Context: an optimization exercise on an open-source flow, tuned for small area. The choices shown serve that exercise and are no tape-out recipe. In this exercise RTL edits were held to simulation tests only and were not proved equivalent to the original. Power and IR drop assume default switching activity.

## run.sh

```bash
#!/bin/bash
# synth_recipe.tcl (not shown) runs the flow's synth.tcl, then flattens the netlist and writes it again
# the make line also repeats each setting of config.mk as NAME=value (left out here)
make -C /OpenROAD-flow-scripts/flow DESIGN_CONFIG=/design/flow/config.mk WORK_HOME=/design/flow/orfs CLKGATE_MAP_FILE= SYNTH_SCRIPT=/design/flow/synth_recipe.tcl finish
```

## config.mk

```make
export PLATFORM = sky130hd
export DESIGN_NAME = riscvTop
export DESIGN_NICKNAME = riscvTop
export VERILOG_FILES = /design/flow/design.v
export SDC_FILE = /design/flow/constraint.sdc
export NUM_CORES = 4
export LEC_CHECK = 0
export CAP_MARGIN = 20
export CORE_MARGIN = 2
export CORE_UTILIZATION = 40
export SLEW_MARGIN = 20
```

## constraint.sdc

```tcl
create_clock -name core_clock -period 6.0 [get_ports {clk}]
set_input_delay 1.2000 -clock core_clock [delete_from_list [all_inputs] [get_ports {clk}]]
set_output_delay 1.2000 -clock core_clock [all_outputs]
set_load 0.01 [all_outputs]
```

## design.v

```verilog
`timescale 1ns/100ps
`default_nettype none
module riscvTop (
    input  logic        clk,
    input  logic        rst,
    input  logic [31:0] mem_rdata,
    input  logic        mem_ready,
    output logic [14:0] mem_addr,
    output logic [31:0] mem_wdata,
    output logic        mem_we,
    output logic        mem_strobe
);
    localparam logic [3:0] S_FETCH  = 4'b1000;   
    localparam logic [3:0] S_FETCH2 = 4'b1001;   
    localparam logic [3:0] S_RS1    = 4'b1010;   
    localparam logic [3:0] S_RS2    = 4'b1011;   
    localparam logic [3:0] S_RDATA  = 4'b1100;   
    localparam logic [3:0] S_WRA    = 4'b1110;   
    localparam logic [3:0] S_WRR    = 4'b1111;   
    localparam logic [3:0] S_ADDR   = 4'b0000;   
    localparam logic [3:0] S_SHR    = 4'b0001;   
    localparam logic [3:0] S_Z0     = 4'b0010;   
    localparam logic [3:0] S_P32    = 4'b0011;   
    localparam logic [3:0] S_SL     = 4'b0100;   
    localparam logic [3:0] S_PCINC  = 4'b0101;   
    localparam logic [1:0] T_OP    = 2'd0;
    localparam logic [1:0] T_LOAD  = 2'd1;
    localparam logic [1:0] T_STORE = 2'd2;
    logic [3:0]  state;
    logic [14:0] pc;
    logic [31:0] w;
    logic [16:0] im;
    logic [3:0]  idx;
    logic [2:0]  f3;
    logic [1:0]  typ;
    logic [4:0]  cnt;
    logic        c;
    logic isOp;
    logic isLoad;
    logic isStore;
    assign isOp = typ == T_OP;
    assign isLoad = typ == T_LOAD;
    assign isStore = typ == T_STORE;
    logic        is32;
    logic [4:0]  major;
    logic        dLui;
    logic        dOp;
    logic        dLoad;
    logic        dStore;
    assign is32 = mem_rdata[1:0] == 2'b11;
    assign major = mem_rdata[6:2];
    assign dLui = is32 && major == 5'b01101;
    assign dOp = is32 && major == 5'b00100;
    assign dLoad = is32 && major == 5'b00000;
    assign dStore = is32 && major == 5'b01000;
    logic inFetch;
    logic inFetch2;
    logic inRs1;
    logic inRs2;
    logic inRdata;
    logic inWrite;
    logic inAddr;
    logic inShr;
    logic inZ0;
    logic inP32;
    logic inSl;
    logic inPcInc;
    assign inFetch = state == S_FETCH;
    assign inFetch2 = state == S_FETCH2;
    assign inRs1 = state == S_RS1;
    assign inRs2 = state == S_RS2;
    assign inRdata = state == S_RDATA;
    assign inWrite = state == S_WRA || state == S_WRR;
    assign inAddr = state == S_ADDR;
    assign inShr = state == S_SHR;
    assign inZ0 = state == S_Z0;
    assign inP32 = state == S_P32;
    assign inSl = state == S_SL;
    assign inPcInc = state == S_PCINC;
    logic x;
    logic y;
    logic last;
    logic cmp;
    logic flip;
    logic ax;
    logic ay;
    logic sum;
    logic cout;
    assign x = w[0];
    assign y = im[0];
    assign last = cnt == 5'd31;
    assign cmp = inP32 && isOp && f3[2:1] == 2'b01;
    assign flip = cmp && !f3[0] && last;
    assign ax = x ^ flip;
    assign ay = y ^ cmp ^ flip;
    assign sum = ax ^ ay ^ c;
    assign cout = (ax & ay) | (ax & c) | (ay & c);
    logic aluBit;
    always_comb begin
        case (f3)
            3'd0: aluBit = sum;
            3'd4: aluBit = x ^ y;
            3'd6: aluBit = x | y;
            3'd7: aluBit = x & y;
            default: aluBit = 1'b0;
        endcase
    end
    logic keep;
    logic extBit;
    assign keep = f3[1] || (!cnt[4] && (f3[0] || !cnt[3]));
    assign extBit = keep ? x : (!f3[2] & c);
    logic [1:0] lane;
    logic [4:0] target;
    logic       hit;
    logic       hitInv;
    logic       hit0;
    assign lane = f3[1] ? 2'b00 : {im[1], im[0] & !f3[0]};
    assign target = isOp ? im[4:0] : {lane, 3'b000};
    assign hit = cnt == target;
    assign hitInv = cnt == ~im[4:0];
    assign hit0 = cnt == 5'd0;
    logic nb;
    always_comb begin
        if (inShr) nb = isOp ? (im[10] & w[31]) : x;
        else if (inZ0) nb = isStore & x;
        else if (inP32) nb = isLoad ? extBit : aluBit;
        else nb = x;
    end
    logic shW;
    logic setLt;
    logic [3:0] ldW;
    assign shW = inAddr || (inShr && !hit) || (inZ0 && !hit0) || inP32 || inSl;
    assign setLt = cmp && last;
    always_comb begin
        ldW = 4'b0000;
        if (mem_ready) begin
            if (inFetch && dLui) ldW = 4'b1111;
            if (inRs1 || inRdata) ldW = 4'b1111;
            if (inRs2) ldW = {f3[1], f3[1], f3[1] | f3[0], 1'b1};
        end
    end
    logic [31:0] ldData;
    logic [31:0] shData;
    logic [31:0] ldMask;
    logic        holdW;
    assign ldData = (inFetch ? {mem_rdata[31:12], 12'd0} : mem_rdata);
    assign shData = {nb, w[31:2], setLt ? !cout : w[1]};
    assign ldMask = {{8{ldW[3]}}, {8{ldW[2]}}, {8{ldW[1]}}, {8{ldW[0]}}};
    assign holdW = !shW;
    assign mem_strobe = state[3];
    assign mem_we = inWrite;
    always_comb begin
        if (inFetch || inFetch2) mem_addr = pc;
        else if (inRdata || state == S_WRA) mem_addr = im[16:2];
        else mem_addr = {11'd0, idx};
    end
    assign mem_wdata = w;
    always_ff @(posedge clk) begin
        w <= (ldMask & ldData) | ({32{shW}} & shData) | (~ldMask & {32{holdW}} & w);
    end
    logic cntClr;
    logic cntInc;
    assign cntClr = state[3] && !(isStore && (inFetch2 || inRs2));
    assign cntInc = shW || inPcInc;
    always_ff @(posedge clk) begin
        if (rst) begin
            state <= S_FETCH;
            pc <= 15'h400;
            cnt <= 5'd0;
        end else begin
            if (cntClr) cnt <= 5'd0;
            else if (cntInc) cnt <= cnt + 5'd1;
            case (state)
                S_FETCH: begin
                    if (mem_ready) begin
                        f3 <= mem_rdata[14:12];
                        typ <= dLoad ? T_LOAD : dStore ? T_STORE : T_OP;
                        im <= dStore ? {{5{mem_rdata[31]}}, mem_rdata[31:25], mem_rdata[11:7]}
                                     : {{5{mem_rdata[31]}}, mem_rdata[31:20]};
                        idx <= dLui ? mem_rdata[10:7] : mem_rdata[18:15];
                        c <= 1'b1;
                        if (dLui) begin
                            state <= S_WRR;
                        end else if (dOp || dLoad || dStore) begin
                            state <= S_RS1;
                        end else begin
                            state <= S_PCINC;
                        end
                    end
                end
                S_RS1: begin
                    if (mem_ready) begin
                        c <= isOp && f3[2:1] == 2'b01;
                        if (!isOp) begin
                            state <= S_ADDR;
                        end else if (f3 == 3'd5) begin
                            state <= S_SHR;
                        end else if (f3 == 3'd1) begin
                            state <= S_SL;
                        end else begin
                            state <= S_P32;
                        end
                    end
                end
                S_ADDR: begin
                    im <= {sum, im[16:1]};
                    c <= cout;
                    if (cnt == 5'd16) state <= S_RDATA;
                end
                S_RDATA: begin
                    if (mem_ready) state <= S_SHR;
                end
                S_SHR: begin
                    if (hit) state <= S_FETCH2;
                end
                S_FETCH2: begin
                    if (mem_ready) begin
                        idx <= isStore ? mem_rdata[23:20] : mem_rdata[10:7];
                        state <= isStore ? S_RS2 : isLoad ? S_P32 : S_WRR;
                    end
                end
                S_RS2: begin
                    if (mem_ready) state <= S_Z0;
                end
                S_Z0: begin
                    if (hit0) begin
                        c <= 1'b1;
                        state <= isStore ? S_WRA : S_SL;
                    end
                end
                S_SL: begin
                    if (hitInv) state <= c ? S_FETCH2 : S_Z0;
                end
                S_P32: begin
                    im <= {im[16], im[16:1]};
                    if (isLoad) begin
                        if (keep) c <= x;
                    end else begin
                        c <= cout;
                    end
                    if (last) state <= isLoad ? S_WRR : S_FETCH2;
                end
                S_WRA, S_WRR: begin
                    if (mem_ready) begin
                        c <= 1'b1;
                        state <= S_PCINC;
                    end
                end
                S_PCINC: begin
                    pc <= {pc[0] ^ c, pc[14:1]};
                    c <= pc[0] & c;
                    if (cnt == 5'd14) state <= S_FETCH;
                end
                default: state <= S_FETCH;
            endcase
        end
    end
endmodule
`default_nettype wire
```

==> qor.yml, run 1 <==
syn_nets: 558
period_needed_ps: 4170
nFillCells: 1084
grt_max_degree: 45
cts_buffer_depth: 2
seq_power_share: 0.351
critPathMaxFanout: 27
intPower_mw: 1.61
grt_pass1_vias: 3945
skew_ps: 5.70
worstHoldPathType: "reg -> reg"
die_h_um: 112
path_class: "reg -> out"
status: "finished clean"
wirelength_um: 13300
synth_cells: 512
setup_violations: 0
power_leakage_nw: 2.21
critPathTopFamily: "simple AND/OR/NAND/NOR gates"
cts_tree: "done"
finalSetupTns_ps: 0
dp.cells: 707
track_usage: 0.210
antenna_cells: 0
detail-route-antenna-nets: 0
ys_async_sr_fraction: 0
postCtsSetupBuffers: 0
drive_gt1_frac: 0.0603
dieWidth_um: 112
path_cells: "nand2b_1 > nor2_2 > a22o_1 > clkdlybuf4s50_1"
yosysUniqueCellTypes: 61
clock_latency_ps: 340
stdcell_count: 723
critPathSlowestCell: "dfxtp_1"
cts-root-buf: "clkbuf_16"
synth-edff-count: 27
max-vdd-ir-drop_mv: 0.255
hold_viol: 0
grt_first_pass_wirelength_um: 21000
slew_violations: 0
cp.arrival_ps: 2970
grt_overflow: 0
final_common_cell: "clkdlybuf4s50_1"
clkSlewWorstSetupHoldPaths_ps: 60
first_pass_iters: 4
area_growth_pct: 25.1
cts-resized-gates: 0
synth_sequential_area_ratio: 0.415
syn_area_sq_mm: 0.00466
ys_ff_latch: 83
ys.flop_type: "dfxtp_1"
h-tree-depth: 3
crit_required_ps: 4800
ys_warn_count: 1
cp-end-kind: "primary output"
syn-mean-instance-area_sq_um: 9.10
p_sw_mw: 0.974
combPwrFrac: 0.437
vias_per_cell: 5.72
dieArea_sq_mm: 0.0125
start_util: 0.410
vias: 4136
numCtsBuffers: 9
final_nets: 621
fmax_mhz: 240
holdBufCountCts: 0
drt-initial-drc-count: 267
critical_path_buf_inv_count: 1
hpwl_um: 9660
io_buffer_count: 83
rows: 39
fin_crit_sh: 0.695
tightest_slew_ps: 1050
grt_antenna_before_repair: 0
place_congestion: 0.911
slew_headroom: 0.299
slowest_delay_ps: 840
placed_area_sq_mm: 0.00553
drc: 0
rsz0062_at_grt: "no"
p_clk_frac: 0.212
p_per_area_mw_per_mm2: 443
fin_hold_ws_ps: 471
layout_common_cells: "clkdlybuf4s50_1, nand2_1, dfxtp_1"
drv_cap: 0
pin_count: 84
wl_per_cell_um: 18.3
cts_sinks: 83
core_sq_mm: 0.0114
final_cell_area_sq_mm: 0.00583
start_kind: "flop"
p_sw_frac: 0.377
cells by family (layout without fill, tap and decap cells):
family,count (synthesis),count (layout),share of synthesized area
buffers and inverters,49,117,0.0497
and+or+nand+nor,180,180,0.191
adders and majority gates,11,11,0.0311
AOI/OAI and AO/OA,159,159,0.250
xor gates and xnor gates,9,9,0.0169
DFF,83,83,0.415
muxes,21,21,0.0467
flip-flops by register name, summed over array words and instances (netlist names):
| name | count |
|---|---|
| c | 1 |
| cnt | 5 |
| f3 | 3 |
| idx | 4 |
| im | 17 |
| pc | 15 |
| state | 4 |
| typ | 2 |
| w | 32 |
routing by layer:
layer	part of all wire	wire, um	track usage	vias up
met5	0	0	0	-
met4	0.017	230	0.0715	0
met3	0.052	683	0.0408	18
met2	0.46	6160	0.340	123
met1	0.47	6180	0.283	1968
li1	-	-	-	2027
per-stage QoR:
stage	utilization	setup WS, ps	power, mW
3_3_place_gp	0.487	2050	2.02
2_1_floorplan	-	2800	1.62
6_report	0.513	1830	2.59
3_5_place_dp	0.487	1880	2.03
4_1_cts	0.512	1520	2.59
5_1_grt	0.513	1620	2.73
worst min-delay path: stages (launching register included):
cell     delay, ps
dfxtp_1        320
nand2_1         50
a21oi_1         50
final timing paths:
check | cells past startpoint | startpoint | slack [ps] | end
hold reg to reg | 2 | pc[9]$_SDFFE_PP0P_ | 470 | pc[9]$_SDFFE_PP0P_
hold / removal | 2 | pc[9]$_SDFFE_PP0P_ | 470 | pc[9]$_SDFFE_PP0P_
setup / recovery | 4 | state[3]$_SDFFE_PP1P_ | 1830 | mem_addr[5]
setup reg to reg | 11 | state[0]$_SDFFE_PP0P_ | 2360 | w[31]$_DFF_P_
synth_stat cells, types with 3 or more instances:
| cell type | number | area share |
|---|---|---|
| nor2_1 | 38 | 0.031 |
| o22ai_1 | 7 | 0.0094 |
| a2111oi_0 | 3 | 0.0056 |
| xor2_1 | 3 | 0.0056 |
| dfxtp_1 | 56 | 0.24 |
| buf_6 | 5 | 0.012 |
| nand3_1 | 10 | 0.011 |
| edfxtp_1 | 27 | 0.17 |
| a31oi_1 | 6 | 0.0081 |
| a22oi_1 | 3 | 0.0048 |
| nand3b_1 | 3 | 0.0048 |
| a221o_1 | 16 | 0.034 |
| nand2b_1 | 11 | 0.015 |
| ha_1 | 10 | 0.027 |
| nor3_1 | 5 | 0.0054 |
| mux2i_1 | 15 | 0.032 |
| buf_2 | 5 | 0.0054 |
| clkbuf_1 | 25 | 0.020 |
| o21ai_0 | 19 | 0.020 |
| inv_1 | 11 | 0.0089 |
| a21oi_1 | 26 | 0.028 |
| nand2_1 | 70 | 0.056 |
| o211ai_1 | 3 | 0.0048 |
| xnor2_1 | 6 | 0.011 |
| a311oi_1 | 3 | 0.0056 |
| mux2_2 | 6 | 0.014 |
| a21o_1 | 23 | 0.037 |
| a22o_1 | 26 | 0.049 |
| a211o_1 | 4 | 0.0075 |
| nor2b_1 | 6 | 0.0081 |
| and3_1 | 6 | 0.0081 |
| nor3b_1 | 10 | 0.016 |
| o31ai_1 | 6 | 0.0097 |
| nand4_1 | 3 | 0.0040 |
final cells by class:
| class | count | area [sq um] | area share |
|---|---|---|---|
| multi-input combinational | 380 | 2510 | 0.430 |
| sequential | 83 | 1930 | 0.331 |
| timing repair buffer | 90 | 883 | 0.152 |
| clock buffer | 11 | 233 | 0.0399 |
| tap | 143 | 179 | 0.0307 |
| clock inverter | 5 | 52.6 | 0.00901 |
| inverter | 11 | 41.3 | 0.00708 |
power groups by stage:
stage	clock [mW]	sequential (mW)	combinational, mW
2_1_floorplan	0	0.880	0.743
3_3_place_gp	0	0.913	1.11
3_5_place_dp	0	0.914	1.12
4_1_cts	0.558	0.904	1.13
5_1_grt	0.575	0.926	1.23
6_report	0.549	0.907	1.13
==> run 2: changes to the inputs <==
--- a/config.mk
+++ b/config.mk
@@ -8,4 +8,5 @@
 export CAP_MARGIN = 20
 export CORE_MARGIN = 2
 export CORE_UTILIZATION = 40
+export CTS_BUF_LIST = sky130_fd_sc_hd__clkbuf_8
 export SLEW_MARGIN = 20
==> qor.yml, run 2 <==
syn_nets: 558  # unchanged
drive_gt1_frac: 0.0603  # unchanged
synth.largest_area_cell: "dfxtp_1"
p_per_area_mw_per_mm2: 425  # -4.2%
yosysUniqueCellTypes: 61  # unchanged
hold_viol: 0  # unchanged
reg2reg_slack_ps: 2380  # +20 ps
die_h_um: 112  # unchanged
clkSlewWorstSetupHoldPaths_ps: 90  # +30 ps
start_kind: "flop"
status: "finished clean"
finalSetupTns_ps: 0  # unchanged
cp.arrival_ps: 2970  # about the same
postCtsSetupBuffers: 0  # unchanged
synth_most_common_cell: "nand2_1"
vias: 4173  # +0.89%
first_pass_iters: 5  # +1
grtUsageMet3: 0.0506  # +0.00980
nFillCells: 1091  # +0.65%
worstReg2RegEnd: "w[31]$_DFF_P_"
yosys-top-cells-count: "nand2_1, dfxtp_1, nor2_1, edfxtp_1"
synth.area.top_cells: "dfxtp_1, edfxtp_1, nand2_1"
drt-initial-drc-count: 280  # +4.9%
detail-route-antenna-nets: 0  # unchanged
slowest_delay_ps: 840  # about the same
timing.rr.start: "state[0]$_SDFFE_PP0P_"
grt_first_pass_wirelength_um: 21000  # -0.36%
final_util: 0.504  # -0.00891
setup_violations: 0  # unchanged
clock_latency_ps: 360  # +20 ps
fin_crit_sh: 0.695  # about the same
io_buffer_count: 83  # unchanged
met2_usage: 0.338  # -0.00202
vias_per_cell: 5.77  # +0.89%
syn_area_sq_mm: 0.00466  # unchanged
pin_count: 84  # unchanged
cts_sinks: 83  # unchanged
wl_per_cell_um: 18.3  # about the same
placed_area_sq_mm: 0.00553  # unchanged
synth_cells: 512  # unchanged
ys_ff_latch: 83  # unchanged
rows: 39  # unchanged
grt_antenna_before_repair: 0  # unchanged
core_sq_mm: 0.0114  # unchanged
critPathMaxFanout: 27  # unchanged
crit_required_ps: 4800  # about the same
ys_warn_count: 1  # unchanged
power_leakage_nw: 2.17  # -1.7%
tightest_slew_ps: 1010  # -37.2 ps
holdPathStages: 2  # unchanged
critPathSlowestCell: "dfxtp_1"
numCtsBuffers: 9  # unchanged
slew_headroom: 0.324  # +0.0248
place_congestion: 0.911  # unchanged
wirelength_um: 13300  # about the same
antenna_cells: 0  # unchanged
grt_pass1_vias: 3916  # -0.74%
start_util: 0.410  # unchanged
max-vdd-ir-drop_mv: 0.253  # -0.88%
hpwl_um: 9660  # unchanged
final_common_cell: "clkdlybuf4s50_1"
cts_tree: "done"
track_usage: 0.209  # -0.000803
drv_cap: 0  # unchanged
synth_sequential_area_ratio: 0.415  # unchanged
grt_overflow: 0  # unchanged
slew_violations: 0  # unchanged
largest-register: "w"
final_nets: 621  # unchanged
skew_ps: 10.3  # +4.62 ps
worstHoldPathType: "reg -> reg"
fmax_mhz: 240  # about the same
area_growth_pct: 23.0
final_cell_area_sq_mm: 0.00573  # -1.7%
path_cells: "nand2_1 > nor2_2 > mux2i_1 > o21ai_0 > clkdlybuf4s50_1"
dieWidth_um: 112  # unchanged
syn-mean-instance-area_sq_um: 9.10  # unchanged
ys.flop_type: "dfxtp_1"
layout_common_cells: "clkdlybuf4s50_1, nand2_1, dfxtp_1"
synth-edff-count: 27  # unchanged
reg_top3: "w x32, im x17, pc x15"
drc: 0  # unchanged
cts-resized-gates: 0  # unchanged
largest_reg_flops: 32  # unchanged
reg2reg_depth: 11  # unchanged
cts_buffer_depth: 2  # unchanged
grt_busiest_layer: "met2"
rsz0062_at_grt: "no"
yosysTopAreaCellShare: 0.241  # unchanged
globalRouteMet1Util: 0.284  # +0.00137
min_to: "pc[9]$_SDFFE_PP0P_"
cp-end-kind: "primary output"
path_class: "reg -> out"
ys_async_sr_fraction: 0  # unchanged
period_needed_ps: 4170  # +4.16 ps
p_total_mw: 2.43  # -5.8%
hp-start: "pc[9]$_SDFFE_PP0P_"
cts-root-buf: "clkbuf_8"
h-tree-depth: 3  # unchanged
holdBufCountCts: 0  # unchanged
dieArea_sq_mm: 0.0125  # unchanged
grt_max_degree: 45  # unchanged
==> run 2: cell counts after synthesis <==
Identical to the previous run, type by type.
==> run 2: kinds of logic (layout without fill, tap and decap cells) <==
| logic type | Yosys count | after routing | share of synthesized area |
|---|---|---|---|
| buf+inv | 49 | 117 | 0.0497 |
| mux | 21 | 21 | 0.0467 |
| xor+xnor | 9 | 9 | 0.0169 |
| compound gates | 159 | 159 | 0.250 |
| fa+ha+maj | 11 | 11 | 0.0311 |
| simple gates | 180 | 180 | 0.191 |
| flops | 83 | 83 | 0.415 |
==> run 2: through the flow <==
step                cells  hold WS, ps  setup slack [ps]
floorplan             512          445              2800
global placement      707          458              2050
detailed placement    707          464              1880
CTS                   723          476              1480
global route          723          497              1580
finish                723          474              1830
==> run 2: layout make-up <==
| class | count | area, sq um | share of cell area |
|---|---|---|---|
| clock inverters | 7 | 60.1 | 0.0105 |
| well taps | 143 | 179 | 0.0312 |
| inverters | 11 | 41.3 | 0.00721 |
| clock buffers | 9 | 124 | 0.0216 |
| multi-input cells | 380 | 2510 | 0.438 |
| flip-flops and latches | 83 | 1930 | 0.337 |
| repair buffers | 90 | 883 | 0.154 |
==> run 2: power breakdown <==
| part | switching (mW) | leakage, nW | internal (mW) |
|---|---|---|---|
| Combinational | 0.587 | 1.36 | 0.542 |
| Sequential | 0.160 | 0.711 | 0.747 |
| Clock | 0.211 | 0.103 | 0.188 |
==> run 2: how the worst max path moves through the flow <==
stage	to	start	cells past startpoint	slack, ps
after floorplan	w[31]$_DFF_P_	typ[0]$_SDFFCE_PP1P_	14	2800
after global placement	mem_addr[4]	state[3]$_SDFFE_PP1P_	4	2050
after detailed placement	mem_addr[0]	state[3]$_SDFFE_PP1P_	5	1880
after CTS	mem_addr[0]	state[3]$_SDFFE_PP1P_	5	1480
after global routing	mem_addr[1]	state[3]$_SDFFE_PP1P_	5	1580
final	mem_addr[1]	state[3]$_SDFFE_PP1P_	5	1830
==> run 2: per-layer routing <==
metal,wire length (um),vias to the layer above
met3,722,14
li1,-,2029
met1,6220,1992
met2,6110,138
met4,199,0
met5,0,-
==> run 2: worst max-delay path, delay by kind of cell (launching register included) <==
family,cells,cell delay (ps)
AOI/OAI and AO/OA,1,200
buffers and inverters,1,570
DFF,1,840
muxes,1,160
and+or+nand+nor,2,850
==> run 3: changes to the inputs <==
==> flow/run.sh (new file) <==
#!/bin/bash
# Standard layout, but with the smallest buffer on every input and output port.
set -euo pipefail
export BUFFER_PORTS_ARGS="-buffer_cell sky130_fd_sc_hd__buf_1"
bash standard.sh > standard_flow.log 2>&1
==> standard.sh (new file) <==
#!/bin/bash
# synth_recipe.tcl (not shown) runs the flow's synth.tcl, then flattens the netlist and writes it again
# the make line also repeats each setting of config.mk as NAME=value (left out here)
make -C /OpenROAD-flow-scripts/flow DESIGN_CONFIG=/design/flow/config.mk WORK_HOME=/design/flow/orfs CLKGATE_MAP_FILE= SYNTH_SCRIPT=/design/flow/synth_recipe.tcl "${@:-finish}"
removed: run.sh
==> qor.yml, run 3 <==
status: "finished clean"
critPathTopFamily: "flip-flops"
power_leakage_nw: 1.96  # -9.6%
setup_violations: 0  # unchanged
cp-end-kind: "primary output"
synth_sequential_area_ratio: 0.415  # unchanged
cts-resized-gates: 0  # unchanged
drv_cap: 0  # unchanged
track_usage: 0.207  # -0.00165
fin_crit_sh: 0.650  # -0.0454
drt-initial-drc-count: 302  # +7.9%
layout_common_cells: "buf_1, nand2_1, dfxtp_1"
first_pass_iters: 5  # unchanged
h-tree-depth: 3  # unchanged
hold_viol: 0  # unchanged
ys.flop_type: "dfxtp_1"
numCtsBuffers: 9  # unchanged
synth_most_common_cell: "nand2_1"
dieWidth_um: 112  # unchanged
antenna_cells: 0  # unchanged
max-vdd-ir-drop_mv: 0.206  # -18%
tightest_slew_ps: 955  # -59.6 ps
slew_headroom: 0.363  # +0.0390
clock_latency_ps: 370  # about the same
syn_nets: 558  # unchanged
holdBufCountCts: 0  # unchanged
path_class: "reg -> out"
vias: 4221  # +1.2%
final_common_cell: "buf_1"
postCtsSetupBuffers: 0  # unchanged
synth-edff-count: 27  # unchanged
wirelength_um: 12900  # -2.4%
synth.largest_area_cell: "dfxtp_1"
rows: 39  # unchanged
yosys-top-cells-count: "nand2_1, dfxtp_1, nor2_1, edfxtp_1"
cts_tree: "done"
syn_area_sq_mm: 0.00466  # unchanged
largest-register: "w"
path_cells: "nand2_1 > nor2_2 > mux2i_1 > o21ai_0 > buf_1"
critical_path_buf_inv_count: 1  # unchanged
hpwl_um: 9400  # -2.7%
critPathSlowestCell: "dfxtp_1"
cts_buffer_depth: 2  # unchanged
cp.arrival_ps: 2700  # -270 ps
place_congestion: 0.954  # +4.8%
period_needed_ps: 3900  # -272 ps
io_buffer_count: 83  # unchanged
ys_warn_count: 1  # unchanged
synth.area.top_cells: "dfxtp_1, edfxtp_1, nand2_1"
clkSlewWorstSetupHoldPaths_ps: 90  # about the same
finalSetupTns_ps: 0  # unchanged
cts-root-buf: "clkbuf_8"
vias_per_cell: 5.83  # +1.0%
critPathMaxFanout: 27  # unchanged
slowest_delay_ps: 880  # +40 ps
worstHoldPathType: "reg -> reg"
crit_required_ps: 4800  # about the same
die_h_um: 112  # unchanged
slew_violations: 0  # unchanged
pin_count: 84  # unchanged
yosysTopAreaCellShare: 0.241  # unchanged
detail-route-antenna-nets: 0  # unchanged
grt_overflow: 0  # unchanged
synth_cells: 512  # unchanged
final_nets: 622  # +0.16%
largest_reg_flops: 32  # unchanged
cts_sinks: 83  # unchanged
wl_per_cell_um: 17.9  # -2.5%
p_per_area_mw_per_mm2: 439  # +3.4%
grt_first_pass_wirelength_um: 20700  # -1.4%
start_kind: "flop"
final_util: 0.459  # -0.0445
drc: 0  # unchanged
dieArea_sq_mm: 0.0125  # unchanged
ys_async_sr_fraction: 0  # unchanged
grt_antenna_before_repair: 0  # unchanged
core_sq_mm: 0.0114  # unchanged
drive_gt1_frac: 0.0620  # +0.00162
yosysUniqueCellTypes: 61  # unchanged
rsz0062_at_grt: "no"
start_util: 0.410  # unchanged
area_growth_pct: 12.1
skew_ps: 13.5  # +3.22 ps
grt_max_degree: 45  # unchanged
syn-mean-instance-area_sq_um: 9.10  # unchanged
reg_top3: "w x32, im x17, pc x15"
grt_pass1_vias: 3844  # -1.8%
ys_ff_latch: 83  # unchanged
p_total_mw: 2.29  # -5.7%
fmax_mhz: 256  # +7.0%
[run 3: cell counts after synthesis]
No cell type changed its count.
[run 3: worst reg2reg max path, stage by stage (launching register included)]
cell	delay [ps]
dfxtp_1	760
nand2_1	270
nor2_1	280
nand2_1	120
nor3b_1	250
xnor2_1	130
fa_1	500
or4b_2	580
a211oi_1	270
a211o_1	170
and3_1	170
a221o_1	100
[run 3: layout make-up]
class                      instances  area (sq um)
clock inverter                     6          57.6
multi-input combinational        380          2500
clock buffer                      10           138
tap                              143           179
fill                            1142          6150
timing repair buffer              91           372
sequential                        83          1930
inverter                          11          41.3
[run 3: power breakdown]
group / leakage (nW) / internal [mW] / switching, mW
Clock: 0.103 / 0.201 / 0.211
Sequential: 0.711 / 0.747 / 0.158
Combinational: 1.15 / 0.393 / 0.585
Total: 1.96 / 1.34 / 0.954
[run 3: kinds of logic after synthesis]
logic type	after synthesis	share of synthesized area
adder cells (fa/ha/maj)	11	0.0311
AO/OA/AOI/OAI	159	0.250
multiplexers	21	0.0467
buffers and inverters	49	0.0497
flip-flops	83	0.415
XOR/XNOR	9	0.0169
AND/OR/NAND/NOR	180	0.191
[run 3: worst paths after layout]
path	startpoint	to	slack, ps	depth (start not counted)
setup reg to reg	state[0]$_SDFFE_PP0P_	w[31]$_DFF_P_	2330	11
setup / recovery	state[3]$_SDFFE_PP1P_	mem_addr[1]	2100	5
hold / removal	pc[1]$_SDFFE_PP0P_	pc[1]$_SDFFE_PP0P_	480	2
hold reg to reg	pc[1]$_SDFFE_PP0P_	pc[1]$_SDFFE_PP0P_	480	2
[run 3: metal layers]
| metal | vias to the layer above | share of wire | track usage |
|---|---|---|---|
| li1 | 2024 | - | - |
| met1 | 2030 | 0.48 | 0.299 |
| met2 | 145 | 0.44 | 0.307 |
| met3 | 22 | 0.055 | 0.0479 |
| met4 | 0 | 0.020 | 0.0691 |
| met5 | - | 0 | 0 |
[run 3: stage by stage]
| stage | instances | cell area [sq um] | hold WS [ps] | setup slack (ps) |
|---|---|---|---|---|
| 2_1_floorplan | 512 | 4660 | 445 | 2800 |
| 3_3_place_gp | 708 | 5020 | 456 | 2290 |
| 3_5_place_dp | 708 | 5020 | 463 | 2080 |
| 4_1_cts | 724 | 5220 | 476 | 1680 |
| 5_1_grt | 724 | 5220 | 495 | 1890 |
| 6_report | 724 | 5220 | 476 | 2100 |
==> run 4: changes to the inputs <==
--- a/design.v
+++ b/design.v
@@ -88,7 +88,7 @@
     logic cout;
     assign x = w[0];
     assign y = im[0];
-    assign last = cnt == 5'd31;
+    assign last = &cnt;
     assign cmp = inP32 && isOp && f3[2:1] == 2'b01;
     assign flip = cmp && !f3[0] && last;
     assign ax = x ^ flip;
@@ -97,33 +97,28 @@
     assign cout = (ax & ay) | (ax & c) | (ay & c);
     logic aluBit;
     always_comb begin
-        case (f3)
-            3'd0: aluBit = sum;
-            3'd4: aluBit = x ^ y;
-            3'd6: aluBit = x | y;
-            3'd7: aluBit = x & y;
-            default: aluBit = 1'b0;
-        endcase
-    end
+        if (!f3[2]) aluBit = !f3[1] & sum;
+        else if (!f3[1]) aluBit = x ^ y;
+        else if (!f3[0]) aluBit = x | y;
+        else aluBit = x & y;
+    end
+    logic fill;
+    assign fill = (isOp ? im[10] : !f3[2]) & w[31];
     logic keep;
-    logic extBit;
     assign keep = f3[1] || (!cnt[4] && (f3[0] || !cnt[3]));
-    assign extBit = keep ? x : (!f3[2] & c);
     logic [1:0] lane;
     logic [4:0] target;
     logic       hit;
-    logic       hitInv;
     logic       hit0;
     assign lane = f3[1] ? 2'b00 : {im[1], im[0] & !f3[0]};
     assign target = isOp ? im[4:0] : {lane, 3'b000};
-    assign hit = cnt == target;
-    assign hitInv = cnt == ~im[4:0];
+    assign hit = (cnt ^ {5{inSl}}) == target;
     assign hit0 = cnt == 5'd0;
     logic nb;
     always_comb begin
-        if (inShr) nb = isOp ? (im[10] & w[31]) : x;
+        if (inShr) nb = isOp ? fill : x;
         else if (inZ0) nb = isStore & x;
-        else if (inP32) nb = isLoad ? extBit : aluBit;
+        else if (inP32) nb = isLoad ? (keep ? x : fill) : aluBit;
         else nb = x;
     end
     logic shW;
@@ -134,8 +129,7 @@
     always_comb begin
         ldW = 4'b0000;
         if (mem_ready) begin
-            if (inFetch && dLui) ldW = 4'b1111;
-            if (inRs1 || inRdata) ldW = 4'b1111;
+            if ((inFetch && dLui) || inRs1 || inRdata) ldW = 4'b1111;
             if (inRs2) ldW = {f3[1], f3[1], f3[1] | f3[0], 1'b1};
         end
     end
@@ -143,7 +137,7 @@
     logic [31:0] shData;
     logic [31:0] ldMask;
     logic        holdW;
-    assign ldData = (inFetch ? {mem_rdata[31:12], 12'd0} : mem_rdata);
+    assign ldData = {mem_rdata[31:12], mem_rdata[11:0] & {12{!inFetch}}};
     assign shData = {nb, w[31:2], setLt ? !cout : w[1]};
     assign ldMask = {{8{ldW[3]}}, {8{ldW[2]}}, {8{ldW[1]}}, {8{ldW[0]}}};
     assign holdW = !shW;
@@ -163,13 +157,17 @@
     assign cntClr = state[3] && !(isStore && (inFetch2 || inRs2));
     assign cntInc = shW || inPcInc;
     always_ff @(posedge clk) begin
+        if (cntClr) cnt <= 5'd0;
+        else if (cntInc) cnt <= cnt + 5'd1;
+    end
+    always_ff @(posedge clk) begin
         if (rst) begin
             state <= S_FETCH;
             pc <= 15'h400;
-            cnt <= 5'd0;
         end else begin
-            if (cntClr) cnt <= 5'd0;
-            else if (cntInc) cnt <= cnt + 5'd1;
+            if (state[3] && mem_ready) begin
+                c <= inRs1 ? (isOp && f3[2:1] == 2'b01) : 1'b1;
+            end
             case (state)
                 S_FETCH: begin
                     if (mem_ready) begin
@@ -177,10 +175,9 @@
                         typ <= dLoad ? T_LOAD : dStore ? T_STORE : T_OP;
                         im <= dStore ? {{5{mem_rdata[31]}}, mem_rdata[31:25], mem_rdata[11:7]}
                                      : {{5{mem_rdata[31]}}, mem_rdata[31:20]};
-                        idx <= dLui ? mem_rdata[10:7] : mem_rdata[18:15];
-                        c <= 1'b1;
+                        idx <= mem_rdata[18:15];
                         if (dLui) begin
-                            state <= S_WRR;
+                            state <= S_FETCH2;
                         end else if (dOp || dLoad || dStore) begin
                             state <= S_RS1;
                         end else begin
@@ -190,7 +187,6 @@
                 end
                 S_RS1: begin
                     if (mem_ready) begin
-                        c <= isOp && f3[2:1] == 2'b01;
                         if (!isOp) begin
                             state <= S_ADDR;
                         end else if (f3 == 3'd5) begin
@@ -205,7 +201,7 @@
                 S_ADDR: begin
                     im <= {sum, im[16:1]};
                     c <= cout;
-                    if (cnt == 5'd16) state <= S_RDATA;
+                    if (cnt[4]) state <= S_RDATA;
                 end
                 S_RDATA: begin
                     if (mem_ready) state <= S_SHR;
@@ -229,27 +225,20 @@
                     end
                 end
                 S_SL: begin
-                    if (hitInv) state <= c ? S_FETCH2 : S_Z0;
+                    if (hit) state <= c ? S_FETCH2 : S_Z0;
                 end
                 S_P32: begin
                     im <= {im[16], im[16:1]};
-                    if (isLoad) begin
-                        if (keep) c <= x;
-                    end else begin
-                        c <= cout;
-                    end
+                    c <= cout;
                     if (last) state <= isLoad ? S_WRR : S_FETCH2;
                 end
                 S_WRA, S_WRR: begin
-                    if (mem_ready) begin
-                        c <= 1'b1;
-                        state <= S_PCINC;
-                    end
+                    if (mem_ready) state <= S_PCINC;
                 end
                 S_PCINC: begin
                     pc <= {pc[0] ^ c, pc[14:1]};
                     c <= pc[0] & c;
-                    if (cnt == 5'd14) state <= S_FETCH;
+                    if (cnt[3:1] == 3'b111) state <= S_FETCH;
                 end
                 default: state <= S_FETCH;
             endcase
--- a/config.mk
+++ b/config.mk
@@ -5,8 +5,10 @@
 export SDC_FILE = /design/flow/constraint.sdc
 export NUM_CORES = 4
 export LEC_CHECK = 0
-export CAP_MARGIN = 20
+export ABC_AREA = 1
+export CAP_MARGIN = 0
 export CORE_MARGIN = 2
 export CORE_UTILIZATION = 40
 export CTS_BUF_LIST = sky130_fd_sc_hd__clkbuf_8
-export SLEW_MARGIN = 20
+export CTS_CLUSTER_SIZE = 20
+export SLEW_MARGIN = 0
==> qor.yml, run 4 <==
status: "finished clean"
clock_latency_ps: 380  # about the same
grt_max_degree: 36  # -20%
drv_cap: 0  # unchanged
area_growth_pct: 15.0
grt_first_pass_wirelength_um: 20900  # +0.90%
tightest_slew_ps: 1030  # +78.4 ps
synth-edff-count: 27  # unchanged
yosysUniqueCellTypes: 41  # -33%
layout_common_cells: "nand2_1, buf_1, nor2_1"
synth_sequential_area_ratio: 0.423  # +0.00875
core_sq_mm: 0.0113  # -0.86%
finalSetupTns_ps: 0  # unchanged
start_util: 0.405  # -0.00500
crit_required_ps: 4800  # about the same
cp-end-kind: "primary output"
drive_gt1_frac: 0.0588  # -0.00314
cts_tree: "done"
place_congestion: 0.988  # +3.5%
p_per_area_mw_per_mm2: 508  # +16%
rsz0062_at_grt: "no"
syn_area_sq_mm: 0.00456  # -2.1%
h-tree-depth: 3  # unchanged
fin_crit_sh: 0.590  # -0.0598
path_class: "reg -> out"
synthAdderAreaFrac: 0.0291  # -0.00208
yosysTopAreaCellShare: 0.246  # +0.00508
final_common_cell: "nand2_1"
largest-register: "w"
rows: 39  # unchanged
synthMuxAreaShare: 0  # -0.0467
ys.flop_type: "dfxtp_1"
die_h_um: 111  # -1.0%
cts-root-buf: "clkbuf_8"
track_usage: 0.210  # +0.00303
grt_overflow: 0  # unchanged
antenna_cells: 0  # unchanged
syn_nets: 679  # +22%
dieArea_sq_mm: 0.0123  # -2.0%
clkSlewWorstSetupHoldPaths_ps: 80  # about the same
fin_hold_ws_ps: 488  # +12.6 ps
yosys-top-cells-count: "nand2_1, nor2_1, nand3_1, dfxtp_1, o21ai_0"
cts-resized-gates: 0  # unchanged
vias_per_cell: 5.29  # -9.3%
dieWidth_um: 111  # -1.0%
io_buffer_count: 83  # unchanged
ys_async_sr_fraction: 0  # unchanged
wirelength_um: 12900  # -0.49%
vias: 4532  # +7.4%
drt-initial-drc-count: 334  # +11%
synth_compound_area_frac: 0.117  # -0.133
nFillCells: 1152  # +0.88%
wl_met1_um: 6050  # -3.1%
slew_headroom: 0.308  # -0.0541
skew_ps: 10.2  # -3.36 ps
synth.largest_area_cell: "dfxtp_1"
grt_pass1_vias: 4118  # +7.1%
cts_sinks: 83  # unchanged
critPathMaxFanout: 13  # -52%
postCtsSetupBuffers: 0  # unchanged
yosys.area_share.xor_xnor: 0.00960  # -0.00732
synth.area.top_cells: "dfxtp_1, edfxtp_1, nand2_1"
numCtsBuffers: 9  # unchanged
pin_count: 84  # unchanged
fmax_mhz: 282  # +10%
synth_cells: 634  # +24%
cp.arrival_ps: 2340  # -360 ps
detail-route-antenna-nets: 0  # unchanged
worstHoldPathType: "reg -> reg"
ys_ff_latch: 83  # unchanged
hold_viol: 0  # unchanged
grt_antenna_before_repair: 0  # unchanged
power_leakage_nw: 2.23  # +13%
syn-mean-instance-area_sq_um: 7.20  # -21%
cts_buffer_depth: 2  # unchanged
wl_per_cell_um: 15.0  # -16%
dr_wl_met2_um: 5810  # +1.3%
slew_violations: 0  # unchanged
final_nets: 754  # +21%
largest_reg_flops: 32  # unchanged
first_pass_iters: 5  # unchanged
hpwl_um: 9640  # +2.6%
drc: 0  # unchanged
start_kind: "flop"
max-vdd-ir-drop_mv: 0.238  # +15%
top_layer_used: "met4"
synthSimpleGateAreaFrac: 0.353  # +0.162
ys_warn_count: 1  # unchanged
setup_violations: 0  # unchanged
synth_most_common_cell: "nand2_1"
period_needed_ps: 3540  # -359 ps
synth_top_family_by_area: "simple AND/OR/NAND/NOR gates"
reg_top3: "w x32, im x17, pc x15"
wl_met3_um: 859  # +21%
holdBufCountCts: 0  # unchanged
run 4: cell type report:
cell class / count / area (sq um) / share of cell area
clock buffer: 9 / 124 / 0.0236
multi-input combinational: 477 / 2320 / 0.442
inverter: 54 / 205 / 0.0391
timing repair buffer: 84 / 319 / 0.0608
clock inverter: 7 / 170 / 0.0324
sequential: 83 / 1930 / 0.368
tap: 143 / 179 / 0.0341
run 4: cell families (layout without fill, tap and decap cells):
logic type	after synthesis	in the layout
and+or+nand+nor	368	368
AOI/OAI and AO/OA	94	94
DFF	83	83
buffers and inverters	74	154
adders and majority gates	10	10
xor gates and xnor gates	5	5
run 4: through the flow:
stage	utilization	std cells	worst slack [ps]	power, mW	area (sq um)
final	0.466	857	2460	2.66	5250
after global routing	0.466	857	2270	2.86	5250
after CTS	0.466	857	2420	2.68	5250
after detailed placement	0.439	841	2860	2.09	4950
after global placement	0.439	841	2850	2.07	4950
after floorplan	-	634	3340	1.75	4560
run 4: path summary, 6_finish.rpt:
check / start / endpoint / slack (ps) / cells after the start
max: state[3]$_SDFFE_PP1P_ / mem_addr[14] / 2460 / 5
min: w[3]$_DFF_P_ / w[3]$_DFF_P_ / 490 / 2
min reg2reg: w[3]$_DFF_P_ / w[3]$_DFF_P_ / 490 / 2
max reg2reg: typ[1]$_SDFFCE_PP0P_ / w[31]$_DFF_P_ / 2940 / 16
run 4: worst max-delay path, cell delays in order, from the launching register on:
cell     delay, ps
dfxtp_1        560
nand2_1        140
nor2_1         460
inv_1          320
o21ai_0        290
buf_1          180
run 4: where the power goes:
part,switching (mW),internal [mW]
Clock,0.223,0.365
Combinational,0.790,0.355
Sequential,0.149,0.784
Total,1.16,1.50
run 4: per-layer routing:
metal  GRT usage  up-vias
met1       0.293     2093
li1            -     2258
met5           0        -
met2       0.330      168
met4      0.0583        0
met3      0.0465       13
==> run 5: changes to the inputs <==
--- a/config.mk
+++ b/config.mk
@@ -5,10 +5,9 @@
 export SDC_FILE = /design/flow/constraint.sdc
 export NUM_CORES = 4
 export LEC_CHECK = 0
-export ABC_AREA = 1
 export CAP_MARGIN = 0
 export CORE_MARGIN = 2
 export CORE_UTILIZATION = 40
 export CTS_BUF_LIST = sky130_fd_sc_hd__clkbuf_8
-export CTS_CLUSTER_SIZE = 20
+export CTS_CLUSTER_SIZE = 30
 export SLEW_MARGIN = 0
==> qor.yml, run 5 <==
status: "finished clean"
start_kind: "flop"
yosysUniqueCellTypes: 65  # +59%
cts-root-buf: "clkbuf_8"
syn-mean-instance-area_sq_um: 8.85  # +23%
layout_common_cells: "nand2_1, buf_1, dfxtp_1"
period_needed_ps: 4220  # +674 ps
fin_ws_ps: 1780  # -674 ps
dr_wl_met2_um: 5720  # -1.4%
grt_first_pass_wirelength_um: 20500  # -1.5%
detail-route-antenna-nets: 0  # unchanged
fin_hold_ws_ps: 482  # -6.82 ps
synth_compound_area_frac: 0.263  # +0.147
largest-register: "w"
vias_per_cell: 5.78  # +9.2%
yosys.area_share.xor_xnor: 0.0114  # +0.00180
cts_tree: "done"
critPathMaxFanout: 22  # +9
clock_latency_ps: 360  # -20 ps
power_leakage_nw: 2.04  # -8.5%
wl_met3_um: 845  # -1.6%
reg_top3: "w x32, im x17, pc x15"
synthSimpleGateAreaFrac: 0.201  # -0.152
vias: 4229  # -6.7%
synth_cells: 521  # -18%
max-vdd-ir-drop_mv: 0.248  # +4.1%
holdBufCountCts: 0  # unchanged
place_congestion: 0.910  # -7.8%
track_usage: 0.205  # -0.00587
drv_cap: 0  # unchanged
synth.largest_area_cell: "dfxtp_1"
synth-edff-count: 27  # unchanged
wl_per_cell_um: 17.4  # +16%
ys_async_sr_fraction: 0  # unchanged
postCtsSetupBuffers: 0  # unchanged
synthMuxAreaShare: 0.0288  # +0.0288
hold_viol: 0  # unchanged
nFillCells: 1151  # -0.087%
area_growth_pct: 12.5
path_class: "reg -> out"
synth_sequential_area_ratio: 0.419  # -0.00448
dieWidth_um: 111  # +0.51%
worstHoldPathType: "reg -> reg"
cts_buffer_depth: 2  # unchanged
slew_headroom: 0.282  # -0.0263
synth_most_common_cell: "nand2_1"
path_cells: "clkinv_1 > nor3_2 > o21ai_0 > buf_1"
core_sq_mm: 0.0113  # +0.43%
synth_top_family_by_area: "compound AO/OA/AOI/OAI gates"
hpwl_um: 9400  # -2.5%
slowest_delay_ps: 900  # +340 ps
setup_violations: 0  # unchanged
first_pass_iters: 5  # unchanged
ys.flop_type: "dfxtp_1"
drc: 0  # unchanged
synthAdderAreaFrac: 0.0288  # -0.000308
cts_sinks: 83  # unchanged
wirelength_um: 12700  # -1.3%
synth.area.top_cells: "dfxtp_1, edfxtp_1, nand2_1"
top_layer_used: "met4"
rsz0062_at_grt: "no"
numCtsBuffers: 9  # unchanged
ys_ff_latch: 83  # unchanged
syn_nets: 566  # -17%
reg2reg_slack_ps: 2350  # -590 ps
final_common_cell: "nand2_1"
fin_crit_sh: 0.703  # +0.112
largest_reg_flops: 32  # unchanged
skew_ps: 10.1  # -0.107 ps
drt-initial-drc-count: 342  # +2.4%
cp-end-kind: "primary output"
grt_pass1_vias: 3985  # -3.2%
final_nets: 629  # -17%
rows: 39  # unchanged
critPathTopFamily: "simple AND/OR/NAND/NOR gates"
yosys-top-cells-count: "nand2_1, dfxtp_1, a21oi_1, a22o_1, nor2_1"
fmax_mhz: 237  # -16%
critical_path_buf_inv_count: 2  # unchanged
yosysTopAreaCellShare: 0.243  # -0.00260
io_buffer_count: 83  # unchanged
syn_area_sq_mm: 0.00461  # +1.1%
dieArea_sq_mm: 0.0124  # +1.0%
ys_warn_count: 1  # unchanged
slew_violations: 0  # unchanged
cts-resized-gates: 0  # unchanged
cp.arrival_ps: 3020  # +680 ps
antenna_cells: 0  # unchanged
start_util: 0.407  # +0.00257
critPathSlowestCell: "nor3_2"
grt_max_degree: 28  # -22%
grt_overflow: 0  # unchanged
die_h_um: 111  # +0.51%
pin_count: 84  # unchanged
finalSetupTns_ps: 0  # unchanged
p_per_area_mw_per_mm2: 453  # -11%
crit_required_ps: 4800  # about the same
tightest_slew_ps: 1070  # +39.3 ps
h-tree-depth: 3  # unchanged
drive_gt1_frac: 0.0509  # -0.00789
grt_antenna_before_repair: 0  # unchanged
clkSlewWorstSetupHoldPaths_ps: 80  # about the same
dp_worst_setup_slack_ps: 2040  # -818 ps
wl_met1_um: 5920  # -2.1%
-- run 5: cell count changes in the layout (fill, tap and decap cells not counted), sizes merged, moves of 27 or more --
cell	previous run	this run
nand2	202	93
nand3	63	4
nor2	78	33
inv	56	15
a22o	0	33
o21ai	58	25
a21o	0	27
-- run 5: tightest hold or removal path, delay by kind of cell (launching register included) --
kind,cells,cell delay (ps)
compound gates,1,60
flops,1,330
simple gates,1,50
-- run 5: path summary, 6_finish.rpt --
path | cells after the start | startpoint | endpoint
worst max-delay path | 4 | state[3]$_SDFFE_PP1P_ | mem_addr[3]
worst min-delay path | 2 | w[2]$_DFF_P_ | w[2]$_DFF_P_
worst max register to register | 6 | state[2]$_SDFFE_PP0P_ | w[20]$_DFF_P_
worst min register to register | 2 | w[2]$_DFF_P_ | w[2]$_DFF_P_
-- run 5: cell type report --
type | count | area [sq um] | share of cell area
Clock buffer | 9 | 124 | 0.0239
Clock inverter | 7 | 98.8 | 0.0190
Inverter | 14 | 52.6 | 0.0101
Multi-Input combinational cell | 391 | 2480 | 0.477
Sequential cell | 83 | 1930 | 0.372
Tap cell | 143 | 179 | 0.0345
Timing Repair Buffer | 85 | 327 | 0.0629
-- run 5: cell families (layout without fill, tap and decap cells) --
| logic type | Yosys count | count (layout) |
|---|---|---|
| AOI/OAI and AO/OA | 169 | 169 |
| muxes | 13 | 13 |
| buffers and inverters | 47 | 115 |
| DFF | 83 | 83 |
| adders and majority gates | 10 | 10 |
| xor gates and xnor gates | 6 | 6 |
| and+or+nand+nor | 193 | 193 |
-- run 5: metal layers --
metal / GRT usage / vias up
met4: 0.0700 / 0
li1: - / 2041
met3: 0.0446 / 16
met1: 0.282 / 2004
met2: 0.321 / 168
met5: 0 / -
-- run 5: where the power goes --
| part | switching, mW | internal, mW | leakage (nW) |
|---|---|---|---|
| clock network | 0.221 | 0.239 | 0.116 |
| logic | 0.563 | 0.381 | 1.21 |
| registers | 0.189 | 0.757 | 0.711 |
-- run 5: per-stage QoR --
step	utilization	power, mW	std cells	instance area [sq um]
5_1_grt	0.458	2.51	732	5190
3_3_place_gp	0.439	1.88	716	4970
2_1_floorplan	-	1.61	521	4610
6_report	0.458	2.35	732	5190
3_5_place_dp	0.439	1.90	716	4970
4_1_cts	0.458	2.36	732	5190
==> run 6: changes to the inputs <==
--- a/config.mk
+++ b/config.mk
@@ -5,9 +5,8 @@
 export SDC_FILE = /design/flow/constraint.sdc
 export NUM_CORES = 4
 export LEC_CHECK = 0
-export CAP_MARGIN = 0
+export CAP_MARGIN = 20
 export CORE_MARGIN = 2
 export CORE_UTILIZATION = 40
 export CTS_BUF_LIST = sky130_fd_sc_hd__clkbuf_8
-export CTS_CLUSTER_SIZE = 30
-export SLEW_MARGIN = 0
+export SLEW_MARGIN = 20
==> qor.yml, run 6 <==
final_nets: 629  # unchanged
slowest_delay_ps: 900  # about the same
cp-end-kind: "primary output"
synth_most_common_cell: "nand2_1"
slew_violations: 0  # unchanged
cts-root-buf: "clkbuf_8"
path_cells: "nand2_1 > nor2_1 > mux2i_1 > o21ai_0 > buf_1"
h-tree-depth: 3  # unchanged
syn-mean-instance-area_sq_um: 8.85  # unchanged
nFillCells: 1152  # +0.087%
tightest_slew_ps: 1060  # -11.7 ps
seq_area_sq_mm: 0.00193  # unchanged
period_needed_ps: 4090  # -123 ps
yosys-top-cells-count: "nand2_1, dfxtp_1, a21oi_1, a22o_1, nor2_1"
cts_buffer_depth: 2  # unchanged
status: "finished clean"
grt_max_degree: 28  # unchanged
synth_top_family_by_area: "compound AO/OA/AOI/OAI gates"
multi_input_area_sq_mm: 0.00248  # +0.25%
clkSlewWorstSetupHoldPaths_ps: 90  # about the same
placed_area_sq_mm: 0.00497  # unchanged
power_leakage_nw: 2.04  # about the same
area_growth_pct: 12.6
cts_sinks: 83  # unchanged
track_usage: 0.205  # unchanged
syn_nets: 566  # unchanged
synth.area.top_cells: "dfxtp_1, edfxtp_1, nand2_1"
cts-resized-gates: 0  # unchanged
synth_cells: 521  # unchanged
postCtsSetupBuffers: 0  # unchanged
detail-route-antenna-nets: 0  # unchanged
cp.arrival_ps: 2890  # -130 ps
critical_path_buf_inv_count: 1  # -1
critPathMaxFanout: 22  # unchanged
final_common_cell: "nand2_1"
slew_headroom: 0.290  # +0.00784
synthMuxAreaShare: 0.0288  # unchanged
synthSimpleGateAreaFrac: 0.201  # unchanged
layout_common_cells: "nand2_1, buf_1, dfxtp_1"
place_congestion: 0.910  # unchanged
max-vdd-ir-drop_mv: 0.248  # +0.11%
dieArea_sq_mm: 0.0124  # unchanged
wl_per_cell_um: 17.4  # +0.16%
wirelength_um: 12700  # +0.16%
clock_latency_ps: 360  # about the same
p_per_area_mw_per_mm2: 453  # +0.12%
synth-edff-count: 27  # unchanged
cts_tree: "done"
vias: 4238  # +0.21%
ys_async_sr_fraction: 0  # unchanged
skew_ps: 10.9  # +0.787 ps
fmax_mhz: 244  # +3.0%
yosys.area_share.xor_xnor: 0.0114  # unchanged
yosysUniqueCellTypes: 65  # unchanged
synthAdderAreaFrac: 0.0288  # unchanged
drive_gt1_frac: 0.0509  # unchanged
largest-register: "w"
grt_antenna_before_repair: 0  # unchanged
critPathSlowestCell: "dfxtp_1"
pin_count: 84  # unchanged
setup_violations: 0  # unchanged
dieWidth_um: 111  # unchanged
start_util: 0.407  # unchanged
grt_first_pass_wirelength_um: 20500  # unchanged
finalSetupTns_ps: 0  # unchanged
largest_reg_flops: 32  # unchanged
ys.flop_type: "dfxtp_1"
grt_pass1_vias: 3985  # unchanged
yosysTopAreaCellShare: 0.243  # unchanged
fin_crit_sh: 0.682  # -0.0204
antenna_cells: 0  # unchanged
crit_required_ps: 4800  # about the same
vias_per_cell: 5.79  # +0.21%
numCtsBuffers: 9  # unchanged
synth_compound_area_frac: 0.263  # unchanged
core_sq_mm: 0.0113  # unchanged
synth.largest_area_cell: "dfxtp_1"
grt_overflow: 0  # unchanged
drv_cap: 0  # unchanged
rsz0062_at_grt: "no"
synth_sequential_area_ratio: 0.419  # unchanged
path_class: "reg -> out"
die_h_um: 111  # unchanged
final_cell_area_sq_mm: 0.00519  # +0.12%
critPathTopFamily: "simple AND/OR/NAND/NOR gates"
holdBufCountCts: 0  # unchanged
drt-initial-drc-count: 331  # -3.2%
io_buffer_count: 83  # unchanged
first_pass_iters: 5  # unchanged
ys_ff_latch: 83  # unchanged
start_kind: "flop"
rows: 39  # unchanged
drc: 0  # unchanged
reg_top3: "w x32, im x17, pc x15"
worstHoldPathType: "reg -> reg"
syn_area_sq_mm: 0.00461  # unchanged
hpwl_um: 9400  # unchanged
hold_viol: 0  # unchanged
ys_warn_count: 1  # unchanged
## run 6: changes by cell type in the layout (fill, tap and decap cells not counted)
cell / before / now
nor3_2: 1 / 0
nor3_4: 0 / 1
## run 6: path summary, 6_finish.rpt
path / startpoint / to / slack (ps) / depth (start not counted)
max: state[2]$_SDFFE_PP0P_ / mem_addr[3] / 1910 / 5
min: w[2]$_DFF_P_ / w[2]$_DFF_P_ / 480 / 2
max reg2reg: state[2]$_SDFFE_PP0P_ / w[21]$_DFF_P_ / 2290 / 6
min reg2reg: w[2]$_DFF_P_ / w[2]$_DFF_P_ / 480 / 2
## run 6: worst register-to-register path: cells and delay by family (launching register included)
kind,cells,cell delay (ps)
compound gates,3,1190
simple gates,3,1570
flops,1,900
## run 6: logic make-up after synthesis
group,after synthesis
AO/OA/AOI/OAI,169
XOR/XNOR,6
adder cells (fa/ha/maj),10
buffers and inverters,47
flip-flops,83
multiplexers,13
AND/OR/NAND/NOR,193
## run 6: metrics by stage
stage | power (mW) | instances | utilization | setup WS, ps | hold WS, ps
detailed placement | 1.90 | 716 | 0.439 | 2040 | 466
CTS | 2.36 | 732 | 0.458 | 1820 | 480
finish | 2.36 | 732 | 0.459 | 1910 | 482
global route | 2.52 | 732 | 0.459 | 1690 | 502
global placement | 1.88 | 716 | 0.439 | 2110 | 458
floorplan | 1.61 | 521 | - | 2980 | 445
## run 6: where the power goes
group          leakage [nW]  internal, mW  total [mW]  switching (mW)
Sequential            0.711         0.757       0.948           0.191
Clock                 0.116         0.239       0.462           0.223
Combinational          1.21         0.383       0.946           0.563
Total                  2.04          1.38        2.36           0.977
## run 6: layout make-up
cell class                 instances  area share
tap                              143      0.0344
multi-input combinational        391       0.478
clock inverter                     7      0.0190
timing repair buffer              85      0.0629
sequential                        83       0.372
inverter                          14      0.0101
clock buffer                       9      0.0238
## run 6: layer usage
metal  global-route usage  wire [um]
met1                0.282       5980
met2                0.321       5690
met3               0.0446        770
met4               0.0700        282
met5                    0          0
==> run 7: changes to the inputs <==
--- a/config.mk
+++ b/config.mk
@@ -8,5 +8,6 @@
 export CAP_MARGIN = 20
 export CORE_MARGIN = 2
 export CORE_UTILIZATION = 40
-export CTS_BUF_LIST = sky130_fd_sc_hd__clkbuf_8
+export CTS_BUF_LIST = sky130_fd_sc_hd__clkbuf_16
+export CTS_CLUSTER_SIZE = 40
 export SLEW_MARGIN = 20
==> qor.yml, run 7 <==
core_sq_mm: 0.0113  # unchanged
critPathMaxFanout: 22  # unchanged
ys.flop_type: "dfxtp_1"
finalSetupTns_ps: 0  # unchanged
fin_crit_sh: 0.679  # -0.00342
vias: 4269  # +0.73%
dieArea_sq_mm: 0.0124  # unchanged
cts_buffer_depth: 2  # unchanged
pin_count: 84  # unchanged
crit_required_ps: 4800  # about the same
fmax_mhz: 246  # +0.50%
slew_headroom: 0.290  # about the same
hold_viol: 0  # unchanged
synth_cells: 521  # unchanged
stdcell_count: 732  # unchanged
cts-root-buf: "clkbuf_16"
synth-edff-count: 27  # unchanged
synth_sequential_area_ratio: 0.419  # unchanged
synth.area.top_cells: "dfxtp_1, edfxtp_1, nand2_1"
drv_cap: 0  # unchanged
place_congestion: 0.910  # unchanged
dp.cells: 716  # unchanged
tightest_slew_ps: 1060  # +0.299 ps
h-tree-depth: 3  # unchanged
start_kind: "flop"
ys_ff_latch: 83  # unchanged
largest_reg_flops: 32  # unchanged
antenna_cells: 0  # unchanged
p_per_area_mw_per_mm2: 469  # +3.5%
area_growth_pct: 14.7
dieWidth_um: 111  # unchanged
final_common_cell: "nand2_1"
postCtsSetupBuffers: 0  # unchanged
detail-route-antenna-nets: 0  # unchanged
drt-initial-drc-count: 316  # -4.5%
first_pass_iters: 5  # unchanged
grt_pass1_vias: 4005  # +0.50%
ys_warn_count: 1  # unchanged
yosys-top-cells-count: "nand2_1, dfxtp_1, a21oi_1, a22o_1, nor2_1"
status: "finished clean"
fin_ws_ps: 1930  # +20.5 ps
syn_area_sq_mm: 0.00461  # unchanged
numCtsBuffers: 9  # unchanged
reg2reg_depth: 6  # unchanged
holdPathStages: 2  # unchanged
path_class: "reg -> out"
yosysTopAreaCellShare: 0.243  # unchanged
cts_sinks: 83  # unchanged
dp_worst_setup_slack_ps: 2040  # unchanged
setup_violations: 0  # unchanged
grt_antenna_before_repair: 0  # unchanged
grt_max_degree: 28  # unchanged
yosysUniqueCellTypes: 65  # unchanged
cts-resized-gates: 0  # unchanged
grt_overflow: 0  # unchanged
period_needed_ps: 4070  # -20.5 ps
holdBufCountCts: 0  # unchanged
drc: 0  # unchanged
max-vdd-ir-drop_mv: 0.206  # -17%
cp-end-kind: "primary output"
slew_violations: 0  # unchanged
die_h_um: 111  # unchanged
nFillCells: 1139  # -1.1%
synth.largest_area_cell: "dfxtp_1"
reg_top3: "w x32, im x17, pc x15"
start_util: 0.407  # unchanged
vias_per_cell: 5.83  # +0.73%
final_nets: 629  # unchanged
largest-register: "w"
io_buffer_count: 83  # unchanged
wirelength_um: 12700  # -0.13%
clkSlewWorstSetupHoldPaths_ps: 60  # -30 ps
power_leakage_nw: 2.08  # +2.2%
hpwl_um: 9400  # unchanged
syn_nets: 566  # unchanged
synth_most_common_cell: "nand2_1"
skew_ps: 7.31  # -3.55 ps
cts_tree: "done"
drive_gt1_frac: 0.0509  # unchanged
cp.arrival_ps: 2870  # -20 ps
track_usage: 0.204  # -0.000462
clock_latency_ps: 340  # -20 ps
wl_per_cell_um: 17.4  # -0.13%
layout_common_cells: "nand2_1, buf_1, dfxtp_1"
rsz0062_at_grt: "no"
grt_first_pass_wirelength_um: 20500  # about the same
syn-mean-instance-area_sq_um: 8.85  # unchanged
worstHoldPathType: "reg -> reg"
ys_async_sr_fraction: 0  # unchanged
rows: 39  # unchanged
## run 7: cell counts after synthesis
Identical to the previous run, type by type.
## run 7: where the power goes
group / internal, mW / switching, mW / leakage [nW]
logic: 0.383 / 0.565 / 1.21
registers: 0.758 / 0.190 / 0.711
clock network: 0.352 / 0.235 / 0.160
total: 1.49 / 0.991 / 2.08
## run 7: layer usage
metal / up-vias / wire [um] / share of wire / track usage
met5: - / 0 / 0 / 0
met4: 0 / 238 / 0.019 / 0.0691
met3: 20 / 771 / 0.061 / 0.0419
met2: 154 / 5810 / 0.46 / 0.325
met1: 2047 / 5890 / 0.46 / 0.279
li1: 2048 / - / - / -
## run 7: worst paths after layout
| check | end | slack [ps] | from |
|---|---|---|---|
| worst min-delay path | w[2]$_DFF_P_ | 480 | w[2]$_DFF_P_ |
| worst min register to register | w[2]$_DFF_P_ | 480 | w[2]$_DFF_P_ |
| worst max register to register | w[20]$_DFF_P_ | 2310 | state[2]$_SDFFE_PP0P_ |
| worst max-delay path | mem_addr[3] | 1930 | state[2]$_SDFFE_PP0P_ |
## run 7: critical path, stage by stage (launching register included)
cell and delay (ps):
dfxtp_1 880, nand2_1 200, nor2_1 850, mux2i_1 200, o21ai_0 230, buf_1 170
## run 7: cell type report
| class | count | area [sq um] | share of cell area |
|---|---|---|---|
| timing repair buffer | 85 | 327 | 0.0617 |
| clock buffer | 10 | 250 | 0.0473 |
| tap | 143 | 179 | 0.0338 |
| inverter | 14 | 52.6 | 0.00993 |
| multi-input combinational | 391 | 2480 | 0.469 |
| sequential | 83 | 1930 | 0.365 |
| clock inverter | 6 | 68.8 | 0.0130 |
## run 7: kinds of logic (layout without fill, tap and decap cells)
logic type               count (synthesis)  after routing  synth area share
AO/OA/AOI/OAI                          169            169             0.263
multiplexers                            13             13            0.0288
AND/OR/NAND/NOR                        193            193             0.201
flip-flops                              83             83             0.419
adder cells (fa/ha/maj)                 10             10            0.0288
buffers and inverters                   47            115            0.0477
XOR/XNOR                                 6              6            0.0114
## run 7: stage by stage
step / area [sq um] / power (mW) / util / hold slack, ps
after floorplan: 4610 / 1.61 / - / 445
after global placement: 4970 / 1.88 / 0.439 / 458
after detailed placement: 4970 / 1.90 / 0.439 / 466
after CTS: 5290 / 2.49 / 0.467 / 477
after global routing: 5290 / 2.64 / 0.467 / 501
final: 5290 / 2.48 / 0.467 / 479

==> static timing again, ports no longer ideal <==
In the flow no input, the clock included, has a driving cell. The finished layouts below were timed again as built, in two steps.
Step 1 (the two cells are an assumption about what drives the block):
set clk [get_ports {clk}]
set_driving_cell -lib_cell sky130_fd_sc_hd__clkbuf_16 $clk
set_driving_cell -lib_cell sky130_fd_sc_hd__buf_2 [delete_from_list [all_inputs] $clk]
Step 2 also shifts input and output timing later by t, the mid clock arrival at the registers, as if the neighbouring blocks saw the same clock.
a / b / c = ideal / step 1 / step 2; a / b = the first two.
run	t, ns	setup WS [ns]	slew at the worst register clock pin (ns)	worst data-port slew with drivers (ns)
run 1	0.379	1.831 / 1.790 / 2.168	0.06 / 0.06	0.04
run 2	0.394	1.827 / 1.790 / 2.184	0.09 / 0.09	0.04
run 3	0.399	2.100 / 2.064 / 2.330	0.09 / 0.09	0.04
run 4	0.407	2.459 / 2.426 / 2.833	0.09 / 0.09	0.05
run 5	0.388	1.784 / 1.751 / 2.100	0.10 / 0.10	0.03
run 6	0.389	1.907 / 1.874 / 2.086	0.10 / 0.10	0.04
run 7	0.377	1.927 / 1.888 / 2.086	0.07 / 0.07	0.04
After both steps every run listed still meets setup and hold.
